This design comes from an exercise in tuning for small area, a short achievable clock period and few clock cycles per item on the open sky130 flow, not from production work.
The RTL was checked by simulation tests, not by an equivalence proof against the original design.
Power and IR drop assume default switching activity.

==> flow/design.v (outline; a module is shown in full before it is edited, if it fits) <==
// module ivl2n_lane: 1071 lines
// module ivl2n_fa: 10 lines
// module ivl2n_ha: 9 lines
// module ivl2n_merge: 183 lines
// module ivl2n_sqrt: 81 lines
// module int8_vector_l2_norm: 137 lines
module int8_vector_l2_norm
(
  input  logic        clk_i,
  input  logic        rst_ni,
  input  logic        in_valid,
  output logic        in_ready,
  input  logic [7:0]  in_sample_0,
  input  logic [7:0]  in_sample_1,
  input  logic [7:0]  in_sample_2,
  input  logic [7:0]  in_sample_3,
  input  logic [7:0]  in_sample_4,
  input  logic [7:0]  in_sample_5,
  input  logic [7:0]  in_sample_6,
  input  logic [7:0]  in_sample_7,
  input  logic [3:0]  in_lane_count,
  input  logic        in_last,
  output logic        out_valid,
  input  logic        out_ready,
  output logic [38:0] out_sum_of_squares,
  output logic [27:0] out_norm_fixed,
  output logic        out_overflow
);
  // ...
==> flow/flow/run.sh <==
#!/bin/bash
# The standard layout (the standard.sh, unchanged synthesis and steps), with the port
# buffers that global placement inserts made from the plain buffer family (sky130_fd_sc_hd__buf_1,
# which repair may upsize) instead of the tool's default pick, a delay buffer.
set -euo pipefail
export BUFFER_PORTS_ARGS="-buffer_cell sky130_fd_sc_hd__buf_1"
bash standard.sh > standard.log 2>&1
==> flow/standard.sh <==
#!/bin/bash
# synth_recipe.tcl (not shown) runs the flow's synth.tcl, then flattens the netlist and writes it again
# the make line also repeats each setting of config.mk as NAME=value (left out here)
make -C /OpenROAD-flow-scripts/flow DESIGN_CONFIG=/design/flow/config.mk WORK_HOME=/design/flow/orfs CLKGATE_MAP_FILE= SYNTH_SCRIPT=/design/flow/synth_recipe.tcl "${@:-finish}"
==> flow/config.mk <==
export PLATFORM = sky130hd
export DESIGN_NAME = int8_vector_l2_norm
export DESIGN_NICKNAME = int8_vector_l2_norm
export VERILOG_FILES = /design/flow/design.v
export SDC_FILE = /design/flow/constraint.sdc
export NUM_CORES = 4
export LEC_CHECK = 0
export CAP_MARGIN = 20
export CORE_MARGIN = 2
export CORE_UTILIZATION = 60
export CTS_BUF_LIST = sky130_fd_sc_hd__clkbuf_8
export SETUP_SLACK_MARGIN = 3.5
export SLEW_MARGIN = 20
export SYNTH_HIERARCHICAL = 1
export SYNTH_MINIMUM_KEEP_SIZE = 0
==> flow/constraint.sdc <==
create_clock -name core_clock -period 6.5 [get_ports {clk_i}]
set_input_delay 1.3000 -clock core_clock [delete_from_list [all_inputs] [get_ports {clk_i}]]
set_output_delay 1.3000 -clock core_clock [all_outputs]
set_load 0.01 [all_outputs]
==> impl_metrics.toml, run 1 <==
[cells_and_area]
finalInstanceArea_mm2 = 0.0281
largest_registers = "a_mag_q (64), u_lane.st1_q (59), u_lane.st2_q (44)"
largest_register = "a_mag_q"
finalCoreUtilization = 0.672

[synthesis]
post_synth_instance_area_mm2 = 0.0254
postSynthAreaPerCell_um2 = 10.5
yosys_most_used_dff = "dfxtp_1"
synth_edf_count = 103
adder_cell_share_of_the_synthesized_area = 0.205
synth_fp_nets = 2788
synth-simple-area-share = 0.200
synth.top_cell.area_share = 0.261

[timing]
final-max-slew-violation-count = 0
fin_ws_ps = 3600
tightest_slew_ps = 771
hold_viol_final = 0
skew_ps = 30.5
totalNegativeSetupSlack_ps = 0

[status]
run_status = "timing/DRC/antenna clean"

[power_and_ir_drop]
vdd.ir_drop.worst_mv = 0.259
power.clock.total_w = 0.00265
power.share.sequential = 0.330
seq-power_w = 0.00481

[route]
via_count = 18577
detailed_route_wirelength_on_metal2_mm = 32.3
avgViaCountPerCell = 5.83
dr.max_layer_used = "met4"

[worst_setup_path]
worst-r2r-setup-slack_ps = 3600
path_depth = 5
crit_chain = "and2_1 > fa_1 > fa_1 > fa_1 > fa_1"
critical_path.startpoint_type = "flop"
rr_worst_depth = 5
startpoint = "a_mag_q[24]$_SDFF_PP0_"

[grt]
grt_pass1_vias = 18966
antenna_found_initial = 0
grt_max_degree = 61
grt-busiest-layer = "met2"

[clocking]
cts-buffers-inserted = 75

[placement]
place_hpwl_mm = 48.3
worst_setup_slack_after_placement_ps = 2370
placedInstanceArea_mm2 = 0.0264

[min_path]
worst_hold_path.endpoint = "u_lane.st2_q[11]$_DFF_P_"

[die]
placement_rows = 75
Testbench counts, summed over its fixed seeds: cycles 29,715, vectors 1,600.
==> run 2: changes to the inputs <==
--- a/flow/config.mk
+++ b/flow/config.mk
@@ -9,7 +9,7 @@
 export CORE_MARGIN = 2
 export CORE_UTILIZATION = 60
 export CTS_BUF_LIST = sky130_fd_sc_hd__clkbuf_8
-export SETUP_SLACK_MARGIN = 3.5
+export SETUP_SLACK_MARGIN = 4.0
 export SLEW_MARGIN = 20
 export SYNTH_HIERARCHICAL = 1
 export SYNTH_MINIMUM_KEEP_SIZE = 0
==> run 2 against run 1 <==
Compared with the run above:
- still clean
- clock skew is 3.5 ps lower
- register-to-register slack improved by 160 ps
- fmax up 5.8%
- worst hold slack worse by 11 ps
- global-route usage grew 0.50 points
- synthesized area is the same
- flip-flop and latch count unchanged
- final cell count increased by 4.6%
- first-iteration DRC count is 45% higher
- setup slack improved by 160 ps
- total power rose by 11%
- critical path type unchanged
- largest cell class unchanged
- largest power group unchanged
- highest routed layer unchanged
==> impl_metrics.toml, run 2 <==
[timing]
final-max-slew-violation-count = 0
tightest_slew_ps = 1110
period_needed_ps = 2740
hold_viol_final = 0
skew_ps = 27.0
period_share = 0.422
slew-limit-headroom = 0.259
fmax_ghz = 0.365
totalNegativeSetupSlack_ps = 0
setup-violations-final = 0
grt_setup_unrepaired = "yes"
hold_ws_ps = 313

[cells_and_area]
fin_nets = 3101
area_delta_synth_final_pct = 21.7
final_cell_mix = "dfxtp_1 (246), nor2_1 (221), and2_1 (147), buf_4 (147), nand2_1 (141)"
layout.cells.most_common = "dfxtp_1"
largest_register = "a_mag_q"
final_layout_size_suffix_gt1_frac = 0.289
largest_register_ffs = 64
finalInstanceArea_mm2 = 0.0309
diodes = 0
largest_registers = "a_mag_q (64), u_lane.st1_q (59), u_lane.st2_q (44)"
finalCoreUtilization = 0.739

[clocking]
cts_tree = "done"
clock_tree.buffer_depth = 3
clock_latency_ps = 660
clk_pin_slew_ps = 60
cts-buffers-inserted = 75
clock-root-buffer = "clkbuf_8"
clock_sinks = 446
htreeDepth = 3

[worst_setup_path]
startpoint = "a_mag_q[20]$_SDFF_PP0_"
critPathArrivalTime_ps = 3260
crit_path_end_kind = "flop"
critical_path.startpoint_type = "flop"
worst-r2r-setup-slack_ps = 3760
required_ps = 7010
critical_path.reg2reg.startpoint = "a_mag_q[20]$_SDFF_PP0_"
critPathMaxFanout = 8
timing.setup.critical_path_class = "flop to flop"

[placement]
place_hpwl_mm = 46.3
gpl.final_weighted_congestion = 0.930
placement.io_buffers = 142
placedInstanceArea_mm2 = 0.0265

[route]
detailed_router_iteration_count_before_antenna_repair = 7
via_count = 19807
number_of_design_rule_violations_left_after_detail_routing = 0
route.detailed.wl_per_inst_um = 20.0
avgViaCountPerCell = 5.94
drt_first_iter_violations = 1749
aggregate_routed_wire_length_mm = 66.6
ant_nets = 0

[synthesis]
yosysWarnings = 10
post_synth_instance_area_mm2 = 0.0254
synth.top_cells.by_area = "dfxtp_1 (26%), fa_1 (16%), edfxtp_1 (12%)"
yosysUniqueCellTypes = 110
seq_total_area_yosys = 0.394
synth_fp_nets = 2788
postSynth.asyncResetShare = 0.0247
yosys_most_used_dff = "dfxtp_1"
syn-instance-count = 2420
ys_top_cells_by_count = "dfxtp_1 (332), nor2_1 (228), fa_1 (201)"
synth_edf_count = 103
post-synth-top-count-cell = "dfxtp_1"
ffs_latches_synth = 446
synth.top_cell.area_share = 0.261
postSynthAreaPerCell_um2 = 10.5
synth_top_area_cell = "dfxtp_1"

[grt]
antenna_found_initial = 0
grt_pass1_vias = 19609
grtUsageTotal = 0.295
grt_max_degree = 61
grt-ovfl-total = 0
grt_first_pass_wirelength_mm = 103

[min_path]
holdCritPathClass = "flop to flop"
hold_start = "u_lane.st1_q[4]$_DFF_P_"

[die]
boundaryPins = 143
core_area_mm2 = 0.0419
die-height_um = 210
die_w_um = 210
design.die.area_mm2 = 0.0440
initial_utilization = 0.608
placement_rows = 75

[status]
run_status = "timing/DRC/antenna clean"

[power_and_ir_drop]
p_leak_nw = 12.7
vdd.ir_drop.worst_mv = 0.305
power.density_mw_per_mm2 = 523

[job]
drv.max_cap_violation_count = 0
-- run 2: repair_timing --
item,CTS,global route
gates cloned,2,1
pin swaps,103,125
gates resized for setup,300,244
hold buffers,0,0
endpoints found under the setup margin,213,217
buffers inserted,103,55
-- run 2: path summary, 6_finish.rpt --
check | to | cells after the start
max | u_lane.st1_q[19]$_DFF_P_ | 5
min | u_lane.st2_q[4]$_DFF_P_ | 0
max reg2reg | u_lane.st1_q[19]$_DFF_P_ | 5
min reg2reg | u_lane.st2_q[4]$_DFF_P_ | 0
max in group asynchronous | u_merge.clr_q$_DFF_PN0_ | 1
min in group asynchronous | u_merge.fin_q$_DFF_PN0_ | 1
-- run 2: power breakdown --
group | switching [W] | leakage [nW] | internal, W | total, W
registers | 0.000860 | 3.89 | 0.00391 | 0.00477
logic | 0.00464 | 7.94 | 0.00412 | 0.00876
clock network | 0.00117 | 0.900 | 0.00147 | 0.00264
total | 0.00667 | 12.7 | 0.00950 | 0.0162
-- run 2: cells by family (layout without fill, tap and decap cells) --
| logic type | count (synthesis) | after routing | share of synthesized area |
|---|---|---|---|
| flip-flops | 446 | 446 | 0.394 |
| XOR/XNOR | 156 | 156 | 0.0537 |
| AND/OR/NAND/NOR | 939 | 940 | 0.200 |
| adder cells (fa/ha/maj) | 295 | 295 | 0.205 |
| multiplexers | 28 | 28 | 0.0117 |
| buffers and inverters | 132 | 504 | 0.0214 |
| AO/OA/AOI/OAI | 424 | 424 | 0.115 |
-- run 2: critical path, cell delays in order (launching register included) --
cell and delay (ps):
dfxtp_4 400, and2_4 180, fa_1 590, fa_2 460, fa_2 560, fa_1 420
-- run 2: cell type report --
| class | instances | area [um2] |
|---|---|---|
| inverters | 60 | 253 |
| multi-input cells | 1843 | 16100 |
| clock inverters | 37 | 251 |
| flip-flops and latches | 446 | 10300 |
| repair buffers | 307 | 2050 |
| well taps | 539 | 674 |
| fillers | 2922 | 10900 |
| clock buffers | 100 | 1380 |
-- run 2: per-layer routing --
metal	global-route usage	vias up	part of all wire
met2	0.493	803	0.49
li1	-	9080	-
met4	0.102	0	0.034
met3	0.0473	199	0.065
met5	0	-	0
met1	0.394	9725	0.41
-- run 2: modules after synthesis (local to each module, per instance) --
module | flip-flops and latches | cell area (um2) | cells | times used
ivl2n_merge | 130 | 7570 | 799 | 1
int8_vector_l2_norm | 89 | 3440 | 339 | 1
ivl2n_fa | 0 | 20.0 | 1 | 199
ivl2n_lane | 121 | 4710 | 470 | 1
ivl2n_ha | 0 | 12.5 | 1 | 8
ivl2n_sqrt | 106 | 5620 | 605 | 1
-- run 2: through the flow --
| stage | std cells | power, W | worst slack (ps) |
|---|---|---|---|
| after global routing | 3332 | 0.0173 | 3710 |
| after floorplan | 2420 | 0.00998 | 3900 |
| final | 3332 | 0.0162 | 3760 |
| after CTS | 3276 | 0.0151 | 3790 |
| after global placement | 3034 | 0.0115 | 2370 |
| after detailed placement | 3034 | 0.0117 | 2330 |
==> run 3: changes to the inputs <==
--- a/flow/config.mk
+++ b/flow/config.mk
@@ -9,7 +9,7 @@
 export CORE_MARGIN = 2
 export CORE_UTILIZATION = 60
 export CTS_BUF_LIST = sky130_fd_sc_hd__clkbuf_8
-export SETUP_SLACK_MARGIN = 4.0
+export SETUP_SLACK_MARGIN = 3.7
 export SLEW_MARGIN = 20
 export SYNTH_HIERARCHICAL = 1
 export SYNTH_MINIMUM_KEEP_SIZE = 0
==> run 3 against run 2 <==
Compared with the run above:
- sequential power barely moved
- worst hold slack better by 10 ps
- setup slack improved by 6.7 ps
- first-iteration DRC count decreased by 23%
- via count fell by 6.7%
- cell area is 8.6% lower
- clock power fell by 2%
- clock skew decreased by 3.3 ps
- synthesized cell count stayed put
- critical path type unchanged
- largest power group unchanged
- highest routed layer unchanged
==> impl_metrics.toml, run 3 <==
[synthesis]
post-synth-top-count-cell = "dfxtp_1"
synth_edf_count = 103
syn-instance-count = 2420
postSynth.asyncResetShare = 0.0247
ys_top_cells_by_count = "dfxtp_1 (332), nor2_1 (228), fa_1 (201)"
seq_total_area_yosys = 0.394
post_synth_instance_area_mm2 = 0.0254
postSynthAreaPerCell_um2 = 10.5
yosys_most_used_dff = "dfxtp_1"
synth_fp_nets = 2788
yosysUniqueCellTypes = 110
yosysWarnings = 10
synth_top_area_cell = "dfxtp_1"
ffs_latches_synth = 446
synth.top_cells.by_area = "dfxtp_1 (26%), fa_1 (16%), edfxtp_1 (12%)"
synth.top_cell.area_share = 0.261

[worst_setup_path]
critPathArrivalTime_ps = 3270
critical-path-max-stage-delay_ps = 570
critical_path.startpoint_type = "flop"
critPathMostFrequentCell = "fa_1"
critPathMaxFanout = 7
rr_worst_depth = 5
crit_path_top_delay_cell = "fa_1"
crit_chain = "and2_1 > fa_1 > fa_1 > fa_1 > fa_1"
timing.setup.critical_path_class = "flop to flop"
crit_path_end_kind = "flop"
worst-r2r-setup-slack_ps = 3760
required_ps = 7030

[die]
boundaryPins = 143
initial_utilization = 0.608
placement_rows = 75
die_w_um = 210
design.die.area_mm2 = 0.0440
core_area_mm2 = 0.0419
die-height_um = 210

[cells_and_area]
area_delta_synth_final_pct = 11.3
final_cell_mix = "dfxtp_1 (281), nor2_1 (227), fa_1 (200), and2_1 (194), nand2_1 (144)"
layout.cells.most_common = "dfxtp_1"
multi_input_logic_area_mm2 = 0.0150
finalCoreUtilization = 0.676
diodes = 0
largest_register_ffs = 64
largest_registers = "a_mag_q (64), u_lane.st1_q (59), u_lane.st2_q (44)"
largest_register = "a_mag_q"
final_layout_size_suffix_gt1_frac = 0.107
filler_cell_count = 3356
fin_nets = 2957
regArea_mm2 = 0.0101

[timing]
fin_ws_ps = 3760
final-max-slew-violation-count = 0
fmax_ghz = 0.365
skew_ps = 23.7
totalNegativeSetupSlack_ps = 0
hold_viol_final = 0
period_needed_ps = 2740
period_share = 0.421
tightest_slew_ps = 806
setup-violations-final = 0
slew-limit-headroom = 0.463
grt_setup_unrepaired = "yes"

[route]
number_of_design_rule_violations_left_after_detail_routing = 0
aggregate_routed_wire_length_mm = 62.6
avgViaCountPerCell = 5.80
detailed_router_iteration_count_before_antenna_repair = 6
via_count = 18488
route.detailed.wl_per_inst_um = 19.6
ant_nets = 0
drt_first_iter_violations = 1339

[grt]
grt_max_degree = 61
grt_first_pass_wirelength_mm = 99.7
antenna_found_initial = 0
grtUsageTotal = 0.288
grt_pass1_vias = 18915
grt-ovfl-total = 0

[placement]
placement.io_buffers = 142
worst_setup_slack_after_placement_ps = 2410
gpl.final_weighted_congestion = 0.964
place_hpwl_mm = 47.9

[power_and_ir_drop]
switchingPower_w = 0.00613
vdd.ir_drop.worst_mv = 0.275
internal_power_w = 0.00856
p_leak_nw = 11.7
power_switching_share = 0.417
share_clk_of_total_power = 0.176
power.density_mw_per_mm2 = 519
power.share.sequential = 0.325
comb_power_share = 0.499

[min_path]
holdCritPathClass = "flop to flop"
worstHoldPathCells = 0

[clocking]
clock_sinks = 446
clock_latency_ps = 650
cts-buffers-inserted = 74
clock-root-buffer = "clkbuf_8"
cts_tree = "done"
htreeDepth = 3
clock_tree.buffer_depth = 3
clk_pin_slew_ps = 60

[status]
run_status = "timing/DRC/antenna clean"

[job]
drv.max_cap_violation_count = 0
run 3: power groups by stage:
stage	clock, W	combinational [W]	sequential (W)
4_1_cts	0.00265	0.00709	0.00478
6_report	0.00258	0.00733	0.00478
2_1_floorplan	0	0.00548	0.00446
3_3_place_gp	0	0.00678	0.00481
3_5_place_dp	0	0.00696	0.00483
5_1_grt	0.00277	0.00820	0.00488
run 3: kinds of logic after synthesis:
kind of cell    Yosys count  synth area share
compound gates          424             0.115
xor+xnor                156            0.0537
fa+ha+maj               295             0.205
buf+inv                 132            0.0214
flops                   446             0.394
mux                      28            0.0117
simple gates            939             0.200
run 3: final timing paths:
path | from | to
hold / removal | a_lanes_q[1]$_SDFF_PN0_ | b1_lanes_q[1]$_DFF_P_
hold reg to reg | a_lanes_q[1]$_SDFF_PN0_ | b1_lanes_q[1]$_DFF_P_
min in group asynchronous | rst_ni | u_sqrt.run_q$_DFF_PN0_
setup / recovery | a_mag_q[14]$_SDFF_PP0_ | u_lane.st1_q[43]$_DFF_P_
max in group asynchronous | rst_ni | u_merge.clr_q$_DFF_PN0_
setup reg to reg | a_mag_q[14]$_SDFF_PP0_ | u_lane.st1_q[43]$_DFF_P_
run 3: worst max-delay path: cells and delay by family, from the launching register on:
family / cells / cell delay [ps]
DFF: 1 / 370
and+or+nand+nor: 1 / 210
adders and majority gates: 4 / 2050
run 3: what timing repair did:
action / in CTS / in global routing
gates cloned: 1 / 0
pin swaps: 3 / 10
hold buffers: 0 / 0
endpoints found under the setup margin: 92 / 58
resized for setup: 37 / 58
setup buffers: 2 / 14
run 3: Yosys stat by module (local to each module, per instance):
module | cells inside | area, um2 | copies in the design | flops+latches
int8_vector_l2_norm | 339 | 3440 | 1 | 89
ivl2n_fa | 1 | 20.0 | 199 | 0
ivl2n_ha | 1 | 12.5 | 8 | 0
ivl2n_lane | 470 | 4710 | 1 | 121
ivl2n_merge | 799 | 7570 | 1 | 130
ivl2n_sqrt | 605 | 5620 | 1 | 106
run 3: cell type report:
type / instances / share of cell area
Multi-Input combinational cell: 1842 / 0.530
Sequential cell: 446 / 0.357
Clock buffer: 92 / 0.0448
Timing Repair Buffer: 165 / 0.0263
Tap cell: 539 / 0.0238
Clock inverter: 41 / 0.0105
Inverter: 60 / 0.00840
run 3: per-stage QoR:
stage | instance area [um2] | power (W) | cells | hold WS (ps)
global placement | 26400 | 0.0116 | 3035 | 312
floorplan | 25400 | 0.00994 | 2420 | 310
detailed placement | 26400 | 0.0118 | 3035 | 312
finish | 28300 | 0.0147 | 3185 | 324
CTS | 28000 | 0.0145 | 3171 | 327
global route | 28300 | 0.0158 | 3185 | 331
run 3: layer usage:
layer	vias up	wire length [um]	global-route usage
met1	8981	25600	0.351
met2	579	32100	0.518
met4	0	1980	0.113
met3	153	2840	0.0388
li1	8775	-	-
met5	-	0	0
==> run 4: changes to the inputs <==
--- a/flow/config.mk
+++ b/flow/config.mk
@@ -7,9 +7,9 @@
 export LEC_CHECK = 0
 export CAP_MARGIN = 20
 export CORE_MARGIN = 2
-export CORE_UTILIZATION = 60
+export CORE_UTILIZATION = 70
 export CTS_BUF_LIST = sky130_fd_sc_hd__clkbuf_8
-export SETUP_SLACK_MARGIN = 3.7
+export SETUP_SLACK_MARGIN = 3.8
 export SLEW_MARGIN = 20
 export SYNTH_HIERARCHICAL = 1
 export SYNTH_MINIMUM_KEEP_SIZE = 0
==> run 4 against run 3 <==
Compared with the run above:
- cell area grew 2.3%
- final cell count shrank 0.85%
- non-clock buffer count grew 51
- combinational power grew about 10%
- synthesized cell count is the same
- clock-buffer cell count shrank 2
- flip-flop and latch count is the same
- routed wire length grew 4.1%
- critical path depth grew 6
- synthesized area is the same
- total power grew 4.6%
==> impl_metrics.toml, run 4 <==
[timing]
grt_setup_unrepaired = "yes"
fin_ws_ps = 3740
period_share = 0.425
hold_viol_final = 0
period_needed_ps = 2760
final-max-slew-violation-count = 0
fmax_ghz = 0.362
skew_ps = 19.9
setup-violations-final = 0
tightest_slew_ps = 837
totalNegativeSetupSlack_ps = 0
hold_ws_ps = 324
slew-limit-headroom = 0.442

[route]
detailed_router_iteration_count_before_antenna_repair = 8
drt_first_iter_violations = 1468
aggregate_routed_wire_length_mm = 65.2
via_count = 19338
route.detailed.wl_per_inst_um = 20.6
ant_nets = 0
number_of_design_rule_violations_left_after_detail_routing = 0
avgViaCountPerCell = 6.12

[clocking]
cts-buffers-inserted = 72
clock_tree.buffer_depth = 3
clock_sinks = 446
htreeDepth = 3
clock_latency_ps = 630
clk_pin_slew_ps = 70
cts_tree = "done"
cts_hold_buffers = 0
clock-root-buffer = "clkbuf_8"

[worst_setup_path]
critical_path.startpoint_type = "flop"
rr_worst_depth = 11
required_ps = 7060
crit_path_end_kind = "flop"
timing.setup.critical_path_class = "flop to flop"
critPathMaxFanout = 13
critPathArrivalTime_ps = 3320

[die]
initial_utilization = 0.713
die-height_um = 195
placement_rows = 69
die_w_um = 195
design.die.area_mm2 = 0.0379
core_area_mm2 = 0.0357
boundaryPins = 143

[synthesis]
synth_compound_gate_area_share = 0.115
yosys_most_used_dff = "dfxtp_1"
synth.top_cell.area_share = 0.261
postSynthAreaPerCell_um2 = 10.5
postSynth.asyncResetShare = 0.0247
seq_total_area_yosys = 0.394
synth_top_area_cell = "dfxtp_1"
adder_cell_share_of_the_synthesized_area = 0.205
synth_xor_area_frac = 0.0537
post-synth-top-count-cell = "dfxtp_1"
ys_top_cells_by_count = "dfxtp_1 (332), nor2_1 (228), fa_1 (201)"
post_synth_instance_area_mm2 = 0.0254
ffs_latches_synth = 446
synth_fp_nets = 2788
yosysUniqueCellTypes = 110
synth_edf_count = 103
synth.top_cells.by_area = "dfxtp_1 (26%), fa_1 (16%), edfxtp_1 (12%)"
synth_top_family_by_area = "adder cells"
syn-instance-count = 2420
post_synth_mux_area_share = 0.0117
yosysWarnings = 10
synth-simple-area-share = 0.200

[placement]
place_hpwl_mm = 47.0
gpl.final_weighted_congestion = 1.04
placedInstanceArea_mm2 = 0.0263
placement.io_buffers = 142
worst_setup_slack_after_placement_ps = 2390

[min_path]
worstHoldPathCells = 0
holdCritPathClass = "flop to flop"

[power_and_ir_drop]
power_switching_share = 0.423
vdd.ir_drop.worst_mv = 0.401
switchingPower_w = 0.00651
power.share.sequential = 0.312
power.density_mw_per_mm2 = 531
p_leak_nw = 12.0
share_clk_of_total_power = 0.164
comb_power_share = 0.524
internal_power_w = 0.00887
totalPowerFinal_w = 0.0154

[grt]
antenna_found_initial = 1
grt_max_degree = 61
grt_pass1_vias = 19436
grtUsageTotal = 0.342
grt-ovfl-total = 0
grt_first_pass_wirelength_mm = 102

[cells_and_area]
final_layout_size_suffix_gt1_frac = 0.152
finalInstanceArea_mm2 = 0.0289
final_cell_mix = "dfxtp_1 (274), nor2_1 (224), and2_1 (190), fa_1 (186), buf_1 (142)"
fin_nets = 3006
layout.cells.most_common = "dfxtp_1"
diodes = 0
largest_register_ffs = 64
area_delta_synth_final_pct = 13.8
largest_register = "a_mag_q"
largest_registers = "a_mag_q (64), u_lane.st1_q (59), u_lane.st2_q (44)"

[job]
drv.max_cap_violation_count = 0

[status]
run_status = "timing/DRC/antenna clean"
[run 4: cell type report]
cell class,instances,area [um2]
inverter,60,233
clock buffer,90,1240
fill,2144,6710
sequential,446,10200
clock inverter,43,289
multi-input combinational,1842,15300
tap,461,577
timing repair buffer,216,1130
[run 4: kinds of logic (layout without fill, tap and decap cells)]
| family | after synthesis | in the layout |
|---|---|---|
| mux | 28 | 28 |
| fa+ha+maj | 295 | 295 |
| xor+xnor | 156 | 156 |
| simple gates | 939 | 939 |
| compound gates | 424 | 424 |
| buf+inv | 132 | 409 |
| flops | 446 | 446 |
[run 4: final timing paths]
kind                                        startpoint                     endpoint  slack (ps)
max                        u_sqrt.rem_q[28]$_SDFF_PP0_  u_sqrt.rem_q[28]$_SDFF_PP0_        3740
max reg2reg                u_sqrt.rem_q[28]$_SDFF_PP0_  u_sqrt.rem_q[28]$_SDFF_PP0_        3740
max in group asynchronous                       rst_ni      u_merge.clr_q$_DFF_PN0_        5320
min in group asynchronous                       rst_ni         b3_valid_q$_DFF_PN0_         680
min reg2reg                   u_lane.st1_q[21]$_DFF_P_     u_lane.st2_q[16]$_DFF_P_         320
min                           u_lane.st1_q[21]$_DFF_P_     u_lane.st2_q[16]$_DFF_P_         320
[run 4: power groups by stage]
stage          combinational [W]  sequential [W]  clock [W]
3_5_place_dp             0.00698         0.00484          0
6_report                 0.00806         0.00479    0.00252
2_1_floorplan            0.00549         0.00446          0
4_1_cts                  0.00719         0.00476    0.00255
3_3_place_gp             0.00668         0.00481          0
5_1_grt                  0.00885         0.00488    0.00268
[run 4: worst max-delay path, cell delays in order, from the launching register on]
cell	delay [ps]
dfxtp_4	370
buf_12	160
xnor2_1	140
ha_1	370
a22o_1	250
nor4_4	280
o211a_1	210
a41oi_2	60
a21oi_2	250
o22ai_2	100
or4_1	410
nand3_1	100
[run 4: Yosys stat by module (local to each module, per instance)]
module,flip-flops and latches,cell area [um2]
int8_vector_l2_norm,89,3440
ivl2n_fa,0,20.0
ivl2n_ha,0,12.5
ivl2n_lane,121,4710
ivl2n_merge,130,7570
ivl2n_sqrt,106,5620
[run 4: repair_timing]
item,in CTS,in global routing
gates resized for setup,100,107
pin swaps,19,68
setup buffers,13,55
endpoints found under the setup margin,112,85
[run 4: per-layer routing]
metal / GRT usage / part of all wire / vias up
met5: 0 / 0 / -
met4: 0.144 / 0.040 / 0
met3: 0.0606 / 0.066 / 221
met2: 0.597 / 0.50 / 897
met1: 0.420 / 0.39 / 9343
li1: - / - / 8877
[run 4: metrics by stage]
| step | utilization | std cells |
|---|---|---|
| global placement | 0.737 | 2957 |
| finish | 0.812 | 3158 |
| global route | 0.812 | 3158 |
| CTS | 0.788 | 3103 |
| detailed placement | 0.737 | 2957 |
| floorplan | - | 2420 |
==> run 5: changes to the inputs <==
--- a/flow/config.mk
+++ b/flow/config.mk
@@ -7,7 +7,7 @@
 export LEC_CHECK = 0
 export CAP_MARGIN = 20
 export CORE_MARGIN = 2
-export CORE_UTILIZATION = 70
+export CORE_UTILIZATION = 60
 export CTS_BUF_LIST = sky130_fd_sc_hd__clkbuf_8
 export SETUP_SLACK_MARGIN = 3.8
 export SLEW_MARGIN = 20
==> run 5 against run 4 <==
Compared with the run above:
- largest power group unchanged
- via count shrank 2.2%
- highest routed layer unchanged
- still clean on timing, DRC and antenna
- cell area shrank 0.23%
- clock skew grew 8.5 ps
==> impl_metrics.toml, run 5 <==
[grt]
grt_pass1_vias = 19437
grt_first_pass_wirelength_mm = 103
grt_max_degree = 61
antenna_found_initial = 0
grt-ovfl-total = 0
grtUsageTotal = 0.298

[power_and_ir_drop]
vdd.ir_drop.worst_mv = 0.295
power.density_mw_per_mm2 = 518
p_leak_nw = 11.9

[synthesis]
seq_total_area_yosys = 0.394
yosysUniqueCellTypes = 110
synth_fp_nets = 2788
post_synth_instance_area_mm2 = 0.0254
ffs_latches_synth = 446
postSynth.asyncResetShare = 0.0247
synth_xor_area_frac = 0.0537
synth_top_family_by_area = "adder cells"
post_synth_mux_area_share = 0.0117
ys_top_cells_by_count = "dfxtp_1 (332), nor2_1 (228), fa_1 (201)"
synth_compound_gate_area_share = 0.115
yosys_most_used_dff = "dfxtp_1"
adder_cell_share_of_the_synthesized_area = 0.205
synth.top_cells.by_area = "dfxtp_1 (26%), fa_1 (16%), edfxtp_1 (12%)"
postSynthAreaPerCell_um2 = 10.5
post-synth-top-count-cell = "dfxtp_1"
synth_top_area_cell = "dfxtp_1"
synth_edf_count = 103
synth.top_cell.area_share = 0.261
syn-instance-count = 2420
synth-simple-area-share = 0.200
yosysWarnings = 10

[route]
aggregate_routed_wire_length_mm = 64.6
ant_nets = 0
number_of_design_rule_violations_left_after_detail_routing = 0
detailed_router_iteration_count_before_antenna_repair = 7
via_count = 18915
route.detailed.wl_per_inst_um = 20.0
drt_first_iter_violations = 1577
avgViaCountPerCell = 5.87

[worst_setup_path]
critPathMostFrequentCell = "fa_1"
critPathArrivalTime_ps = 3220
cp.buffers_inverters = 0
crit_path_top_delay_cell = "fa_2"
cpLargestDelayFamily = "adder cells"
critical-path-max-stage-delay_ps = 600
required_ps = 7030
critPathMaxFanout = 8
crit_chain = "and2_1 > fa_1 > fa_2 > fa_1 > fa_1"
timing.setup.critical_path_class = "flop to flop"
critical_path.startpoint_type = "flop"
crit_path_end_kind = "flop"

[die]
boundaryPins = 143
die-height_um = 210
initial_utilization = 0.608
core_area_mm2 = 0.0419
design.die.area_mm2 = 0.0440
placement_rows = 75
die_w_um = 210

[clocking]
htreeDepth = 3
cts-buffers-inserted = 75
clock_sinks = 446
clock_latency_ps = 650
clock_tree.buffer_depth = 3
cts_tree = "done"
clk_pin_slew_ps = 70
clock-root-buffer = "clkbuf_8"

[cells_and_area]
filler_cell_count = 3187
area_delta_synth_final_pct = 13.6
largest_register_ffs = 64
finalInstanceArea_mm2 = 0.0289
fin_nets = 2995
diodes = 0
final_layout_size_suffix_gt1_frac = 0.143
layout.cells.most_common = "dfxtp_1"
final_cell_mix = "dfxtp_1 (276), nor2_1 (225), fa_1 (183), and2_1 (180), nand2_1 (143)"
finalCoreUtilization = 0.690
largest_registers = "a_mag_q (64), u_lane.st1_q (59), u_lane.st2_q (44)"
largest_register = "a_mag_q"

[timing]
fmax_ghz = 0.372
slew-limit-headroom = 0.449
skew_ps = 28.4
grt_setup_unrepaired = "yes"
totalNegativeSetupSlack_ps = 0
period_needed_ps = 2690
setup-violations-final = 0
period_share = 0.413
final-max-slew-violation-count = 0
hold_viol_final = 0
tightest_slew_ps = 827

[job]
drv.max_cap_violation_count = 0

[placement]
gpl.final_weighted_congestion = 0.999
placement.io_buffers = 142
placedInstanceArea_mm2 = 0.0264
place_hpwl_mm = 48.3

[status]
run_status = "timing/DRC/antenna clean"

[min_path]
holdCritPathClass = "flop to flop"
==> run 5: final timing paths <==
path,from,end,slack (ps),depth (start not counted)
min in group asynchronous,rst_ni,b2_valid_q$_DFF_PN0_,680,1
setup reg to reg,a_mag_q[4]$_SDFF_PP0_,u_lane.st1_q[19]$_DFF_P_,3810,5
hold reg to reg,u_lane.st1_q[5]$_DFF_P_,u_lane.st2_q[5]$_DFF_P_,320,0
max in group asynchronous,rst_ni,u_merge.clr_q$_DFF_PN0_,5310,1
hold / removal,u_lane.st1_q[5]$_DFF_P_,u_lane.st2_q[5]$_DFF_P_,320,0
setup / recovery,a_mag_q[4]$_SDFF_PP0_,u_lane.st1_q[19]$_DFF_P_,3810,5
==> run 5: cell families after synthesis <==
| group | after synthesis |
|---|---|
| AND/OR/NAND/NOR | 939 |
| flip-flops | 446 |
| AO/OA/AOI/OAI | 424 |
| adder cells (fa/ha/maj) | 295 |
| XOR/XNOR | 156 |
| buffers and inverters | 132 |
| multiplexers | 28 |
==> run 5: modules after synthesis (local to each module, per instance) <==
module               cell area (um2)  times used
ivl2n_lane                      4710           1
ivl2n_fa                        20.0         199
ivl2n_merge                     7570           1
ivl2n_sqrt                      5620           1
ivl2n_ha                        12.5           8
int8_vector_l2_norm             3440           1
==> run 5: worst register-to-register path, cell delays in order, from the launching register on <==
cell and delay [ps]:
dfxtp_4 380, and2_1 180, fa_1 510, fa_2 600, fa_1 440, fa_1 450
==> run 5: routing by layer <==
metal / wire length (um) / share of wire / track usage
met1: 25700 / 0.40 / 0.358
met2: 33100 / 0.51 / 0.532
met3: 3310 / 0.051 / 0.0437
met4: 2450 / 0.038 / 0.132
met5: 0 / 0 / 0
==> run 5: final cells by class <==
class | count | area, um2 | share of cell area
clock buffer | 87 | 1200 | 0.0415
sequential | 446 | 10200 | 0.353
timing repair buffer | 201 | 1020 | 0.0354
multi-input combinational | 1843 | 15200 | 0.527
inverter | 60 | 233 | 0.00806
clock inverter | 49 | 324 | 0.0112
tap | 539 | 674 | 0.0234
==> run 5: through the flow <==
step	hold WS (ps)	power, W	worst slack [ps]	cells
after floorplan	310	0.00994	3800	2420
after global placement	310	0.0116	2500	3035
after detailed placement	312	0.0118	2360	3035
after CTS	322	0.0146	3780	3185
after global routing	324	0.0161	3720	3225
final	324	0.0150	3810	3225
==> run 5: power breakdown <==
part           total, W  switching, W  leakage, nW  internal [W]
clock           0.00253       0.00115        0.881       0.00138
sequential      0.00479      0.000906         3.88       0.00388
combinational   0.00765       0.00426         7.15       0.00339
==> run 5: timing repair <==
action | CTS | global route
hold endpoints to repair | 0 | 0
resized for setup | 109 | 102
endpoints found under the setup margin | 108 | 45
cloned | 1 | 1
hold buffers | 0 | 0
pin swaps | 28 | 66
setup buffers | 13 | 39
==> run 6: changes to the inputs <==
--- a/flow/config.mk
+++ b/flow/config.mk
@@ -13,3 +13,4 @@
 export SLEW_MARGIN = 20
 export SYNTH_HIERARCHICAL = 1
 export SYNTH_MINIMUM_KEEP_SIZE = 0
+export TNS_END_PERCENT = 20
==> run 6 against run 5 <==
Compared with the run above:
- synthesized cell count unchanged
- clock skew is 2.2 ps lower
- total power shrank 0.26%
- final cell count is essentially flat
- setup slack worse by 44 ps
- register-to-register slack worse by 40 ps
- combinational power decreased by 1%
- critical path depth up 6
- synthesized area is the same
- via count down 1.2%
==> impl_metrics.toml, run 6 <==
[synthesis]
synth_xor_area_frac = 0.0537
ys_top_cells_by_count = "dfxtp_1 (332), nor2_1 (228), fa_1 (201)"
yosys_most_used_dff = "dfxtp_1"
synth_top_area_cell = "dfxtp_1"
post_synth_instance_area_mm2 = 0.0254
seq_total_area_yosys = 0.394
adder_cell_share_of_the_synthesized_area = 0.205
synth-simple-area-share = 0.200
syn-instance-count = 2420
yosysWarnings = 10
yosysUniqueCellTypes = 110
post_synth_mux_area_share = 0.0117
synth_edf_count = 103
postSynthAreaPerCell_um2 = 10.5
synth_compound_gate_area_share = 0.115
postSynth.asyncResetShare = 0.0247
post-synth-top-count-cell = "dfxtp_1"
synth_top_family_by_area = "adder cells"
synth.top_cell.area_share = 0.261
ffs_latches_synth = 446
synth.top_cells.by_area = "dfxtp_1 (26%), fa_1 (16%), edfxtp_1 (12%)"
synth_fp_nets = 2788

[cells_and_area]
largest_register_ffs = 64
largest_register = "a_mag_q"
final_cell_mix = "dfxtp_1 (276), nor2_1 (227), fa_1 (194), and2_1 (184), nand2_1 (144)"
final_layout_size_suffix_gt1_frac = 0.134
diodes = 0
fin_nets = 2998
finalInstanceArea_mm2 = 0.0288
layout.cells.most_common = "dfxtp_1"
area_delta_synth_final_pct = 13.4
largest_registers = "a_mag_q (64), u_lane.st1_q (59), u_lane.st2_q (44)"

[grt]
grt-ovfl-total = 0
antenna_found_initial = 0
grt_max_degree = 61
grt_pass1_vias = 18848
grt_first_pass_wirelength_mm = 99.1
grtUsageTotal = 0.286

[power_and_ir_drop]
comb_power_share = 0.507
internal_power_w = 0.00871
p_leak_nw = 11.9
power.share.sequential = 0.320
switchingPower_w = 0.00622
share_clk_of_total_power = 0.173
power_switching_share = 0.417
power.density_mw_per_mm2 = 518
vdd.ir_drop.worst_mv = 0.287

[placement]
placement.io_buffers = 142
placedInstanceArea_mm2 = 0.0264
gpl.final_weighted_congestion = 0.964
place_hpwl_mm = 47.9

[timing]
setup-violations-final = 0
final-max-slew-violation-count = 0
grt_setup_unrepaired = "yes"
period_share = 0.420
totalNegativeSetupSlack_ps = 0
fmax_ghz = 0.366
skew_ps = 26.2
period_needed_ps = 2730
slew-limit-headroom = 0.451
hold_viol_final = 0
tightest_slew_ps = 823

[worst_setup_path]
critPathArrivalTime_ps = 3130
required_ps = 6900
critPathMaxFanout = 7
critical_path.startpoint_type = "flop"
crit_path_end_kind = "flop"
timing.setup.critical_path_class = "flop to flop"

[min_path]
holdCritPathClass = "flop to flop"

[clocking]
clock-root-buffer = "clkbuf_8"
clock_tree.buffer_depth = 3
clock_latency_ps = 650
cts_hold_buffers = 0
clk_pin_slew_ps = 60
cts-buffers-inserted = 74
cts_tree = "done"
htreeDepth = 3
clock_sinks = 446

[route]
avgViaCountPerCell = 5.79
route.detailed.wl_per_inst_um = 19.7
drt_first_iter_violations = 1559
number_of_design_rule_violations_left_after_detail_routing = 0
detailed_router_iteration_count_before_antenna_repair = 7
via_count = 18685
ant_nets = 0
aggregate_routed_wire_length_mm = 63.4

[die]
die_w_um = 210
die-height_um = 210
placement_rows = 75
initial_utilization = 0.608
design.die.area_mm2 = 0.0440
core_area_mm2 = 0.0419
boundaryPins = 143

[job]
drv.max_cap_violation_count = 0

[status]
run_status = "timing/DRC/antenna clean"
==> run 6: logic make-up (layout without fill, tap and decap cells) <==
kind of cell	after synthesis	count (layout)
AO/OA/AOI/OAI	424	424
adder cells (fa/ha/maj)	295	295
flip-flops	446	446
buffers and inverters	132	399
multiplexers	28	28
AND/OR/NAND/NOR	939	939
XOR/XNOR	156	156
==> run 6: Yosys stat by module (local to each module, per instance) <==
module,flops+latches,cell area [um2],times used,cells inside
ivl2n_sqrt,106,5620,1,605
ivl2n_fa,0,20.0,199,1
ivl2n_ha,0,12.5,8,1
int8_vector_l2_norm,89,3440,1,339
ivl2n_merge,130,7570,1,799
ivl2n_lane,121,4710,1,470
==> run 6: power groups by stage <==
stage / clock [W] / combinational [W] / sequential [W]
after floorplan: 0 / 0.00548 / 0.00446
after global placement: 0 / 0.00678 / 0.00481
after detailed placement: 0 / 0.00696 / 0.00483
after CTS: 0.00265 / 0.00703 / 0.00478
after global routing: 0.00277 / 0.00841 / 0.00487
final: 0.00259 / 0.00757 / 0.00477
==> run 6: critical path, stage by stage, from the launching register on <==
cell      delay [ps]
dfxtp_4          380
buf_12           150
buf_4            130
xnor2_1          120
ha_2             210
or3_1            350
o31a_1           350
a32oi_2          240
o21ai_1           90
nor2_1           180
a211oi_1         110
a21o_1           170
==> run 6: final timing paths <==
kind / startpoint / end / slack (ps) / cells past startpoint
hold / removal: a_lanes_q[1]$_SDFF_PN0_ / b1_lanes_q[1]$_DFF_P_ / 320 / 0
max in group asynchronous: rst_ni / u_merge.clr_q$_DFF_PN0_ / 5300 / 1
min in group asynchronous: rst_ni / u_sqrt.run_q$_DFF_PN0_ / 670 / 1
hold reg to reg: a_lanes_q[1]$_SDFF_PN0_ / b1_lanes_q[1]$_DFF_P_ / 320 / 0
setup / recovery: u_sqrt.rem_q[28]$_SDFF_PP0_ / u_sqrt.root_q[0]$_DFFE_PP_ / 3770 / 11
setup reg to reg: u_sqrt.rem_q[28]$_SDFF_PP0_ / u_sqrt.root_q[0]$_DFFE_PP_ / 3770 / 11
==> run 6: layout make-up <==
cell class / instances / area [um2]
fill: 3293 / 13000
clock buffer: 92 / 1270
sequential: 446 / 10200
clock inverter: 41 / 297
tap: 539 / 674
multi-input combinational: 1842 / 15100
timing repair buffer: 206 / 1070
inverter: 60 / 233
==> run 6: through the flow <==
step | util | hold slack [ps] | std cells | total power (W) | worst slack (ps)
global route | 0.689 | 331 | 3226 | 0.0161 | 3660
detailed placement | 0.630 | 312 | 3035 | 0.0118 | 2410
floorplan | - | 310 | 2420 | 0.00994 | 3730
CTS | 0.668 | 327 | 3168 | 0.0145 | 3540
global placement | 0.630 | 312 | 3035 | 0.0116 | 2460
finish | 0.689 | 323 | 3226 | 0.0149 | 3770
==> run 6: timing repair <==
item	CTS	global route
endpoints found under the setup margin	113	107
pin swaps	0	53
buffers inserted	0	56
gates resized for setup	4	164
gates cloned	0	2
==> run 6: per-layer routing <==
layer / up-vias / global-route usage / share of wire
met5: - / 0 / 0
met4: 0 / 0.115 / 0.033
met3: 155 / 0.0389 / 0.043
met2: 553 / 0.512 / 0.51
met1: 9123 / 0.349 / 0.41
li1: 8854 / - / -
==> run 7: changes to the inputs <==
--- a/flow/config.mk
+++ b/flow/config.mk
@@ -8,9 +8,9 @@
 export CAP_MARGIN = 20
 export CORE_MARGIN = 2
 export CORE_UTILIZATION = 60
-export CTS_BUF_LIST = sky130_fd_sc_hd__clkbuf_8
+export CTS_BUF_LIST = sky130_fd_sc_hd__clkbuf_16
+export CTS_CLUSTER_SIZE = 40
 export SETUP_SLACK_MARGIN = 3.8
 export SLEW_MARGIN = 20
 export SYNTH_HIERARCHICAL = 1
 export SYNTH_MINIMUM_KEEP_SIZE = 0
-export TNS_END_PERCENT = 20
==> run 7 against run 6 <==
Compared with the run above:
- still clean
- global-route usage increased by 0.88 points
- routed wire length increased by 1.6%
- clock skew decreased by 1.0 ps
- sequential share of layout area about the same
- final cell count decreased by 1.3%
- synthesized cell count unchanged
- total power increased by 0.95%
- worst hold slack improved by 1.4 ps
- utilization about the same
- flip-flop and latch count unchanged
- setup slack improved by 32 ps
- critical endpoint is now u_sqrt.rem_q[28]$_SDFF_PP0_
==> impl_metrics.toml, run 7 <==
[worst_setup_path]
crit_path_end_kind = "flop"
critical_path.reg2reg.endpoint = "u_sqrt.rem_q[28]$_SDFF_PP0_"
critPathMaxFanout = 6
critical_path.startpoint_type = "flop"
termination_of_the_worst_setup_path = "u_sqrt.rem_q[28]$_SDFF_PP0_"
critPathArrivalTime_ps = 3210
startpoint = "u_sqrt.rem_q[28]$_SDFF_PP0_"
critical_path.reg2reg.startpoint = "u_sqrt.rem_q[28]$_SDFF_PP0_"
required_ps = 7010
worst-r2r-setup-slack_ps = 3800
timing.setup.critical_path_class = "flop to flop"
rr_worst_depth = 11

[route]
route.detailed.wl_per_inst_um = 20.2
number_of_design_rule_violations_left_after_detail_routing = 0
aggregate_routed_wire_length_mm = 64.4
detailed_router_iteration_count_before_antenna_repair = 7
avgViaCountPerCell = 5.92
detailed_route_wirelength_on_metal2_mm = 32.9
drt-met1-wl_mm = 25.4
dr.max_layer_used = "met4"
drt_first_iter_violations = 1455
ant_nets = 0
wl_met3_mm = 3.32
via_count = 18842

[synthesis]
post_synth_mux_area_share = 0.0117
synth_top_family_by_area = "adder cells"
syn-instance-count = 2420
yosys_most_used_dff = "dfxtp_1"
synth-simple-area-share = 0.200
synth_compound_gate_area_share = 0.115
adder_cell_share_of_the_synthesized_area = 0.205
yosysWarnings = 10
post-synth-top-count-cell = "dfxtp_1"
synth_top_area_cell = "dfxtp_1"
synth_xor_area_frac = 0.0537
ffs_latches_synth = 446
postSynth.asyncResetShare = 0.0247
post_synth_instance_area_mm2 = 0.0254
synth_edf_count = 103
ys_top_cells_by_count = "dfxtp_1 (332), nor2_1 (228), fa_1 (201)"
synth_fp_nets = 2788
seq_total_area_yosys = 0.394
synth.top_cells.by_area = "dfxtp_1 (26%), fa_1 (16%), edfxtp_1 (12%)"
synth.top_cell.area_share = 0.261
yosysUniqueCellTypes = 110
postSynthAreaPerCell_um2 = 10.5

[grt]
grt_max_degree = 61
grt_pass1_vias = 19079
antenna_found_initial = 0
grt_first_pass_wirelength_mm = 102
grt-ovfl-total = 0
grtUsageTotal = 0.295

[die]
boundaryPins = 143
design.die.area_mm2 = 0.0440
die_w_um = 210
die-height_um = 210
initial_utilization = 0.608
placement_rows = 75
core_area_mm2 = 0.0419

[cells_and_area]
filler_cell_count = 3188
final_layout_size_suffix_gt1_frac = 0.138
regArea_mm2 = 0.0102
diodes = 0
final_cell_mix = "dfxtp_1 (275), nor2_1 (225), fa_1 (181), and2_1 (180)"
largest_register_ffs = 64
multi_input_logic_area_mm2 = 0.0153
area_delta_synth_final_pct = 13.5
layout.cells.most_common = "dfxtp_1"
largest_register = "a_mag_q"
largest_registers = "a_mag_q (64), u_lane.st1_q (59), u_lane.st2_q (44)"
fin_nets = 2977

[clocking]
clock_latency_ps = 590
htreeDepth = 2
clk_pin_slew_ps = 60
cts_tree = "done"
clock_tree.buffer_depth = 3
cts-buffers-inserted = 47
clock-root-buffer = "clkbuf_16"
clock_sinks = 446

[timing]
period_needed_ps = 2700
totalNegativeSetupSlack_ps = 0
tightest_slew_ps = 804
hold_viol_final = 0
hold_ws_ps = 325
fmax_ghz = 0.370
setup-violations-final = 0
slew-limit-headroom = 0.464
skew_ps = 25.2
period_share = 0.415
grt_setup_unrepaired = "yes"
final-max-slew-violation-count = 0

[placement]
placement.io_buffers = 142
place_hpwl_mm = 48.3
gpl.final_weighted_congestion = 0.999

[status]
run_status = "timing/DRC/antenna clean"

[power_and_ir_drop]
vdd.ir_drop.worst_mv = 0.348
p_leak_nw = 11.8
power.density_mw_per_mm2 = 523
totalPowerFinal_w = 0.0151

[min_path]
holdCritPathClass = "flop to flop"

[job]
drv.max_cap_violation_count = 0
run 7: cell counts after synthesis:
No cell type changed its count.
run 7: Yosys stat by module (local to each module, per instance):
module,area [um2],flip-flops and latches,times used
ivl2n_merge,7570,130,1
ivl2n_sqrt,5620,106,1
ivl2n_lane,4710,121,1
int8_vector_l2_norm,3440,89,1
ivl2n_fa,20.0,0,199
ivl2n_ha,12.5,0,8
run 7: report_power, final:
| group | internal (W) | leakage [nW] | switching (W) |
|---|---|---|---|
| clock network | 0.00137 | 0.720 | 0.00113 |
| logic | 0.00347 | 7.18 | 0.00431 |
| registers | 0.00388 | 3.88 | 0.000912 |
run 7: worst max-delay path, cell delays in order (launching register included):
cell       delay, ps
dfxtp_4          360
buf_6            140
xnor2_1          120
ha_1             390
a21oi_2          200
nand2_2          110
o2111ai_4        210
a41oi_2          180
a21oi_2          210
o22ai_2          110
or4_1            490
nand3_1          100
run 7: how the worst min path moves through the flow:
stage / to / startpoint / cells after the start
global placement: u_lane.st2_q[8]$_DFF_P_ / u_lane.st1_q[8]$_DFF_P_ / 0
global route: b1_lanes_q[1]$_DFF_P_ / a_lanes_q[1]$_SDFF_PN0_ / 0
floorplan: b1_lanes_q[0]$_DFF_P_ / a_lanes_q[0]$_SDFF_PN0_ / 0
CTS: u_lane.st2_q[39]$_DFF_P_ / u_lane.st1_q[55]$_DFF_P_ / 0
finish: u_lane.st2_q[39]$_DFF_P_ / u_lane.st1_q[55]$_DFF_P_ / 0
detailed placement: u_lane.st2_q[4]$_DFF_P_ / u_lane.st1_q[4]$_DFF_P_ / 0
run 7: layout make-up:
| type | count | share of cell area |
|---|---|---|
| repair buffers | 211 | 0.0375 |
| inverters | 60 | 0.00807 |
| clock inverters | 38 | 0.00841 |
| multi-input cells | 1843 | 0.529 |
| clock buffers | 47 | 0.0408 |
| flip-flops and latches | 446 | 0.353 |
| well taps | 539 | 0.0234 |
run 7: stage by stage:
step,cell area (um2),instances,worst slack (ps),utilization
after floorplan,25400,2420,3800,-
after global placement,26400,3035,2500,0.630
after detailed placement,26400,3035,2360,0.630
after CTS,28100,3134,3800,0.671
after global routing,28800,3184,3670,0.689
final,28800,3184,3800,0.689
run 7: per-layer routing:
| metal | track usage | vias to the layer above |
|---|---|---|
| met3 | 0.0411 | 191 |
| met5 | 0 | - |
| met1 | 0.356 | 9185 |
| met4 | 0.127 | 0 |
| li1 | - | 8819 |
| met2 | 0.528 | 647 |
run 7: kinds of logic after synthesis:
family / after synthesis
buf+inv: 132
compound gates: 424
xor+xnor: 156
fa+ha+maj: 295
mux: 28
flops: 446
simple gates: 939
run 7: what timing repair did:
item	4_1_cts	5_1_grt
pin swaps	24	83
gates cloned	1	0
endpoints found under the setup margin	109	77
gates resized for setup	99	120
buffers inserted	13	50
hold buffers	0	0
==> module int8_vector_l2_norm, before the edit <==
module int8_vector_l2_norm
(
  input  logic        clk_i,
  input  logic        rst_ni,
  input  logic        in_valid,
  output logic        in_ready,
  input  logic [7:0]  in_sample_0,
  input  logic [7:0]  in_sample_1,
  input  logic [7:0]  in_sample_2,
  input  logic [7:0]  in_sample_3,
  input  logic [7:0]  in_sample_4,
  input  logic [7:0]  in_sample_5,
  input  logic [7:0]  in_sample_6,
  input  logic [7:0]  in_sample_7,
  input  logic [3:0]  in_lane_count,
  input  logic        in_last,
  output logic        out_valid,
  input  logic        out_ready,
  output logic [38:0] out_sum_of_squares,
  output logic [27:0] out_norm_fixed,
  output logic        out_overflow
);
  logic [LANES-1:0][SAMPLE_W-1:0] samples, mag;
  logic [LANE_CNT_W-1:0]          lanes_clamped;
  logic                           accept, in_ready_q, in_ready_d;
  logic [LANES-1:0][SAMPLE_W-1:0] a_mag_q;
  logic [LANE_CNT_W-1:0]          a_lanes_q, b1_lanes_q, b2_lanes_q, b3_lanes_q;
  logic                           a_valid_q, b1_valid_q, b2_valid_q, b3_valid_q;
  logic                           a_last_q, b1_last_q, b2_last_q, b3_last_q;
  logic                           a_lastv_d;
  logic [SSQ_W-1:0]               ssq;
  logic                           avail, free, fin_d, hold_d, idle_d;
  logic [SUM_W-1:0]               fin_sum;
  logic                           fin_ovf;
  logic [WIN-1:0]                 fin_root;
  logic [WIN:0]                   fin_rem;
  logic [STEP_W-1:0]              fin_step;
  logic [1:0]                     fin_pair;
  logic [5:0]                     owe;
  logic                           owe_le1, owe_eq2;
  assign samples = {in_sample_7, in_sample_6, in_sample_5, in_sample_4,
                    in_sample_3, in_sample_2, in_sample_1, in_sample_0};
  assign accept        = in_valid && in_ready_q;
  assign lanes_clamped = (in_lane_count > 4'd8) ? 4'd8 : in_lane_count;
  for (genvar k = 0; k < LANES; k++) begin : g_mag
    assign mag[k] = (in_lane_count <= 4'(k)) ? 8'd0 :
                    samples[k][7] ? 8'(-samples[k]) : samples[k];
  end
  assign a_lastv_d = accept && in_last;
  assign owe = {a_lastv_d, a_valid_q && a_last_q, b1_valid_q && b1_last_q,
                b2_valid_q && b2_last_q, fin_d, hold_d};
  always_comb begin
    owe_le1 = 1'b1;
    owe_eq2 = 1'b0;
    for (int i = 0; i < 6; i++) begin
      for (int j = i + 1; j < 6; j++) begin
        if (owe[i] && owe[j]) owe_le1 = 1'b0;
      end
    end
    for (int i = 0; i < 6; i++) begin
      for (int j = i + 1; j < 6; j++) begin
        if (owe[i] && owe[j] && (owe & ~((6'd1 << i) | (6'd1 << j))) == '0) owe_eq2 = 1'b1;
      end
    end
  end
  assign in_ready_d = owe_le1 || (owe_eq2 && idle_d);
  assign idle_d    = free && !avail;
  always_ff @(posedge clk_i or negedge rst_ni) begin
    if (!rst_ni) begin
      in_ready_q <= 1'b0;
      a_valid_q  <= 1'b0;
      b1_valid_q <= 1'b0;
      b2_valid_q <= 1'b0;
      b3_valid_q <= 1'b0;
    end else begin
      in_ready_q <= in_ready_d;
      a_valid_q  <= accept;
      b1_valid_q <= a_valid_q;
      b2_valid_q <= b1_valid_q;
      b3_valid_q <= b2_valid_q;
    end
  end
  always_ff @(posedge clk_i) begin
    a_mag_q    <= mag;
    a_lanes_q  <= lanes_clamped;
    a_last_q   <= in_last;
    b1_lanes_q <= a_lanes_q;
    b1_last_q  <= a_last_q;
    b2_lanes_q <= b1_lanes_q;
    b2_last_q  <= b1_last_q;
    b3_lanes_q <= b2_valid_q ? b2_lanes_q : '0;
    b3_last_q  <= b2_last_q;
  end
  assign in_ready = in_ready_q;
  ivl2n_lane u_lane (
    .clk_i   (clk_i),
    .valid_i (b2_valid_q),
    .mag_i   (a_mag_q),
    .ssq_o (ssq)
  );
  ivl2n_merge u_merge (
    .clk_i    (clk_i),
    .rst_ni   (rst_ni),
    .valid_i    (b3_valid_q),
    .valid_nx_i (b2_valid_q),
    .last_i   (b3_last_q),
    .lanes_i  (b3_lanes_q),
    .ssq_i    (ssq),
    .free_i   (free),
    .avail_o  (avail),
    .sum_o    (fin_sum),
    .ovf_o    (fin_ovf),
    .root_o   (fin_root),
    .rem_o    (fin_rem),
    .step_o   (fin_step),
    .pair_o   (fin_pair),
    .fin_d_o  (fin_d),
    .hold_d_o (hold_d)
  );
  ivl2n_sqrt u_sqrt (
    .clk_i       (clk_i),
    .rst_ni      (rst_ni),
    .avail_i     (avail),
    .sum_i       (fin_sum),
    .ovf_i       (fin_ovf),
    .root_i      (fin_root),
    .rem_i       (fin_rem),
    .step_i      (fin_step),
    .pair_i      (fin_pair),
    .out_ready_i (out_ready),
    .free_o      (free),
    .out_valid_o (out_valid),
    .sum_o       (out_sum_of_squares),
    .norm_o      (out_norm_fixed),
    .ovf_o       (out_overflow)
  );
endmodule
==> run 8: changes to the inputs <==
--- a/flow/design.v
+++ b/flow/design.v
@@ -7,10 +7,8 @@
   localparam int CNT_W             = MAX_ELEMENTS_LOG2 + 1;
   localparam int SUM_W             = 39;
   localparam int NORM_W            = 28;
-  localparam int REM_W             = NORM_W;   
   localparam int STEP_W            = 5;
-  localparam int WIN               = 3;      
-  localparam logic [CNT_W-1:0] MAX_ELEMENTS = {1'b1, {MAX_ELEMENTS_LOG2{1'b0}}};
+  localparam int WIN               = 3;
   localparam logic [SUM_W-1:0] SUM_BOUND    = {1'b1, {(SUM_W-1){1'b0}}};
 endpackage
 import ivl2n_pkg::*;
@@ -1469,26 +1467,26 @@
     .clk_i   (clk_i),
     .valid_i (b2_valid_q),
     .mag_i   (a_mag_q),
-    .ssq_o (ssq)
+    .ssq_o   (ssq)
   );
   ivl2n_merge u_merge (
-    .clk_i    (clk_i),
-    .rst_ni   (rst_ni),
+    .clk_i      (clk_i),
+    .rst_ni     (rst_ni),
     .valid_i    (b3_valid_q),
     .valid_nx_i (b2_valid_q),
-    .last_i   (b3_last_q),
-    .lanes_i  (b3_lanes_q),
-    .ssq_i    (ssq),
-    .free_i   (free),
-    .avail_o  (avail),
-    .sum_o    (fin_sum),
-    .ovf_o    (fin_ovf),
-    .root_o   (fin_root),
-    .rem_o    (fin_rem),
-    .step_o   (fin_step),
-    .pair_o   (fin_pair),
-    .fin_d_o  (fin_d),
-    .hold_d_o (hold_d)
+    .last_i     (b3_last_q),
+    .lanes_i    (b3_lanes_q),
+    .ssq_i      (ssq),
+    .free_i     (free),
+    .avail_o    (avail),
+    .sum_o      (fin_sum),
+    .ovf_o      (fin_ovf),
+    .root_o     (fin_root),
+    .rem_o      (fin_rem),
+    .step_o     (fin_step),
+    .pair_o     (fin_pair),
+    .fin_d_o    (fin_d),
+    .hold_d_o   (hold_d)
   );
   ivl2n_sqrt u_sqrt (
     .clk_i       (clk_i),
--- a/flow/config.mk
+++ b/flow/config.mk
@@ -7,9 +7,8 @@
 export LEC_CHECK = 0
 export CAP_MARGIN = 20
 export CORE_MARGIN = 2
-export CORE_UTILIZATION = 60
-export CTS_BUF_LIST = sky130_fd_sc_hd__clkbuf_16
-export CTS_CLUSTER_SIZE = 40
+export CORE_UTILIZATION = 65
+export CTS_BUF_LIST = sky130_fd_sc_hd__clkbuf_8
 export SETUP_SLACK_MARGIN = 3.8
 export SLEW_MARGIN = 20
 export SYNTH_HIERARCHICAL = 1
==> run 8 against run 7 <==
Compared with the run above:
- critical endpoint is now u_lane.st1_q[5]$_DFF_P_
- combinational power shrank 0.9%
- synthesized cell count is the same
- clock-buffer cell count grew 41
- highest routed layer unchanged
- die area shrank 7.5%
- non-clock buffer count shrank 7
==> impl_metrics.toml, run 8 <==
[worst_setup_path]
rr_worst_depth = 5
crit_path_end_kind = "flop"
critical_path.reg2reg.startpoint = "a_mag_q[0]$_SDFF_PP0_"
timing.setup.critical_path_class = "flop to flop"
critPathArrivalTime_ps = 3270
crit_chain = "and2_1 > fa_1 > fa_1 > fa_2 > fa_1"
worst-r2r-setup-slack_ps = 3720
critPathMaxFanout = 8
cp.buffers_inverters = 0
critPathMostFrequentCell = "fa_1"
critical-path-max-stage-delay_ps = 590
critical_path.startpoint_type = "flop"
critical_path.reg2reg.endpoint = "u_lane.st1_q[5]$_DFF_P_"
required_ps = 6990
cpLargestDelayFamily = "adder cells"
crit_path_top_delay_cell = "fa_1"

[synthesis]
yosysWarnings = 10
ffs_latches_synth = 446
yosys_most_used_dff = "dfxtp_1"
postSynthAreaPerCell_um2 = 10.5
synth_edf_count = 103
post_synth_instance_area_mm2 = 0.0254
seq_total_area_yosys = 0.394
synth_fp_nets = 2788
synth_top_area_cell = "dfxtp_1"
yosysUniqueCellTypes = 110
postSynth.asyncResetShare = 0.0247
post-synth-top-count-cell = "dfxtp_1"
ys_top_cells_by_count = "dfxtp_1 (332), nor2_1 (228), fa_1 (201)"
syn-instance-count = 2420
synth.top_cells.by_area = "dfxtp_1 (26%), fa_1 (16%), edfxtp_1 (12%)"
synth.top_cell.area_share = 0.261

[grt]
grtUsageMet1 = 0.410
grt_use_met2 = 0.524
global_routing_usage_on_met3 = 0.0480
grt_max_degree = 61
grt_first_pass_wirelength_mm = 102
grt_pass1_vias = 19036
grt-busiest-layer = "met2"
grtUsageTotal = 0.317
grt-ovfl-total = 0
antenna_found_initial = 1

[timing]
fin_ws_ps = 3720
slew-limit-headroom = 0.435
grt_setup_unrepaired = "yes"
totalNegativeSetupSlack_ps = 0
fmax_ghz = 0.359
final-max-slew-violation-count = 0
skew_ps = 35.0
period_needed_ps = 2780
tightest_slew_ps = 844
setup-violations-final = 0
hold_viol_final = 0
period_share = 0.428

[die]
initial_utilization = 0.658
design.die.area_mm2 = 0.0407
die_w_um = 202
boundaryPins = 143
placement_rows = 72
core_area_mm2 = 0.0386
die-height_um = 202

[min_path]
worstHoldPathCells = 0
hold_start = "b1_lanes_q[3]$_DFF_P_"
worst_hold_path.endpoint = "b2_lanes_q[3]$_DFF_P_"
holdCritPathClass = "flop to flop"

[route]
aggregate_routed_wire_length_mm = 64.7
detailed_router_iteration_count_before_antenna_repair = 8
number_of_design_rule_violations_left_after_detail_routing = 0
route.detailed.wl_per_inst_um = 20.2
ant_nets = 0
via_count = 19262
drt_first_iter_violations = 1455
avgViaCountPerCell = 6.02

[cells_and_area]
largest_register_ffs = 64
largest_registers = "a_mag_q (64), u_lane.st1_q (59), u_lane.st2_q (44)"
diodes = 0
finalCoreUtilization = 0.747
largest_register = "a_mag_q"
fin_nets = 2995
layout.cells.most_common = "dfxtp_1"
final_layout_size_suffix_gt1_frac = 0.147
area_delta_synth_final_pct = 13.6
final_cell_mix = "dfxtp_1 (273), nor2_1 (224), and2_1 (182), fa_1 (176)"

[placement]
place_hpwl_mm = 47.6
worst_setup_slack_after_placement_ps = 2480
gpl.final_weighted_congestion = 0.937
placement.io_buffers = 142

[clocking]
htreeDepth = 3
clock_tree.buffer_depth = 3
cts-buffers-inserted = 73
cts_hold_buffers = 0
cts_tree = "done"
clk_pin_slew_ps = 60
clock_sinks = 446
clock_latency_ps = 640
clock-root-buffer = "clkbuf_8"

[power_and_ir_drop]
comb_power_share = 0.514
power_switching_share = 0.419
power.share.sequential = 0.317
p_leak_nw = 11.9
switchingPower_w = 0.00629
share_clk_of_total_power = 0.169
internal_power_w = 0.00871
power.density_mw_per_mm2 = 520
vdd.ir_drop.worst_mv = 0.380

[status]
run_status = "timing/DRC/antenna clean"

[job]
drv.max_cap_violation_count = 0
-- run 8: per-module statistics from Yosys (local to each module, per instance) --
module | area [um2] | flops+latches | cells | copies in the design
ivl2n_lane | 4710 | 121 | 470 | 1
int8_vector_l2_norm | 3440 | 89 | 339 | 1
ivl2n_ha | 12.5 | 0 | 1 | 8
ivl2n_sqrt | 5620 | 106 | 605 | 1
ivl2n_fa | 20.0 | 0 | 1 | 199
ivl2n_merge | 7570 | 130 | 799 | 1
-- run 8: logic make-up after synthesis --
logic type | synth area share
buffers and inverters | 0.0214
adder cells (fa/ha/maj) | 0.205
AND/OR/NAND/NOR | 0.200
multiplexers | 0.0117
XOR/XNOR | 0.0537
AO/OA/AOI/OAI | 0.115
flip-flops | 0.394
-- run 8: cell type report --
cell class                      count  area, um2
Clock buffer                       88       1210
Inverter                           60        233
Sequential cell                   446      10200
Tap cell                          518        648
Timing Repair Buffer              204       1040
Fill cell                        2702       9770
Multi-Input combinational cell   1842      15200
Clock inverter                     43        319
-- run 8: repair_timing --
action / in CTS / in global routing
endpoints found under the setup margin: 115 / 82
pin swaps: 28 / 60
gates resized for setup: 91 / 129
buffers inserted: 18 / 38
-- run 8: metal layers --
metal	vias to the layer above	wire, um
li1	8845	-
met4	0	3260
met5	-	0
met2	798	31100
met1	9405	26200
met3	214	4250
-- run 8: worst max path at each step --
| stage | startpoint | to | slack [ps] | cells after the start |
|---|---|---|---|---|
| after floorplan | u_sqrt.rem_q[28]$_SDFF_PP0_ | u_sqrt.root_q[0]$_DFFE_PP_ | 3800 | 12 |
| after global placement | out_ready | u_sqrt.sum_q[16]$_DFFE_PP_ | 2510 | 6 |
| after detailed placement | out_ready | u_sqrt.sum_q[20]$_DFFE_PP_ | 2480 | 6 |
| after CTS | u_sqrt.rem_q[28]$_SDFF_PP0_ | u_sqrt.root_q[0]$_DFFE_PP_ | 3740 | 12 |
| after global routing | u_sqrt.rem_q[28]$_SDFF_PP0_ | u_sqrt.root_q[0]$_DFFE_PP_ | 3640 | 11 |
| final | a_mag_q[0]$_SDFF_PP0_ | u_lane.st1_q[5]$_DFF_P_ | 3720 | 5 |
-- run 8: per-stage QoR --
step	std cells	hold slack, ps	area (um2)	total power (W)
6_report	3201	326	28900	0.0150
5_1_grt	3201	328	28900	0.0161
4_1_cts	3163	324	28200	0.0146
3_5_place_dp	3014	313	26300	0.0119
3_3_place_gp	3014	310	26300	0.0116
2_1_floorplan	2420	310	25400	0.00994
-- run 8: power by group through the flow --
stage / registers (W) / clock network [W] / logic (W)
5_1_grt: 0.00485 / 0.00271 / 0.00858
3_3_place_gp: 0.00481 / 0 / 0.00681
4_1_cts: 0.00475 / 0.00258 / 0.00723
3_5_place_dp: 0.00483 / 0 / 0.00704
6_report: 0.00476 / 0.00254 / 0.00771
2_1_floorplan: 0.00446 / 0 / 0.00549
Testbench counts of run 8, summed over its fixed seeds: cycles 29,715, vectors 1,600.

afterwards: timing with drivers on the ports:
The flow's constraints put no driver on any port. The routed layouts listed below were extracted and timed again, unchanged, in two steps. Step 1 assumes that a clkbuf_16 drives the clock port and a buf_2 every other input. Step 2, shift: input delay + t, output delay - t, t = (earliest + latest rising clock arrival at the registers) / 2. This alone moves slack from input paths to output paths. Three values: ideal ports, drivers, drivers and shift; two values: the first two.
run	shift t [ns]	slack for setup (ns)	cell pins on the clock port's net
run 1	0.693	3.599 / 3.599 / 3.017	1
run 2	0.700	3.757 / 3.757 / 3.403	1
run 3	0.696	3.764 / 3.764 / 3.247	1
run 4	0.677	3.738 / 3.695 / 3.348	1
run 5	0.695	3.813 / 3.813 / 3.277	1
run 6	0.699	3.769 / 3.719 / 3.181	1
run 7	0.641	3.800 / 3.800 / 3.322	1
run 8	0.679	3.717 / 3.717 / 3.339	1
After both steps setup and hold are still met in every run listed. The setup slack of run 6, which loses most, moves by -0.050 ns with the drivers and by -0.588 ns with both steps.
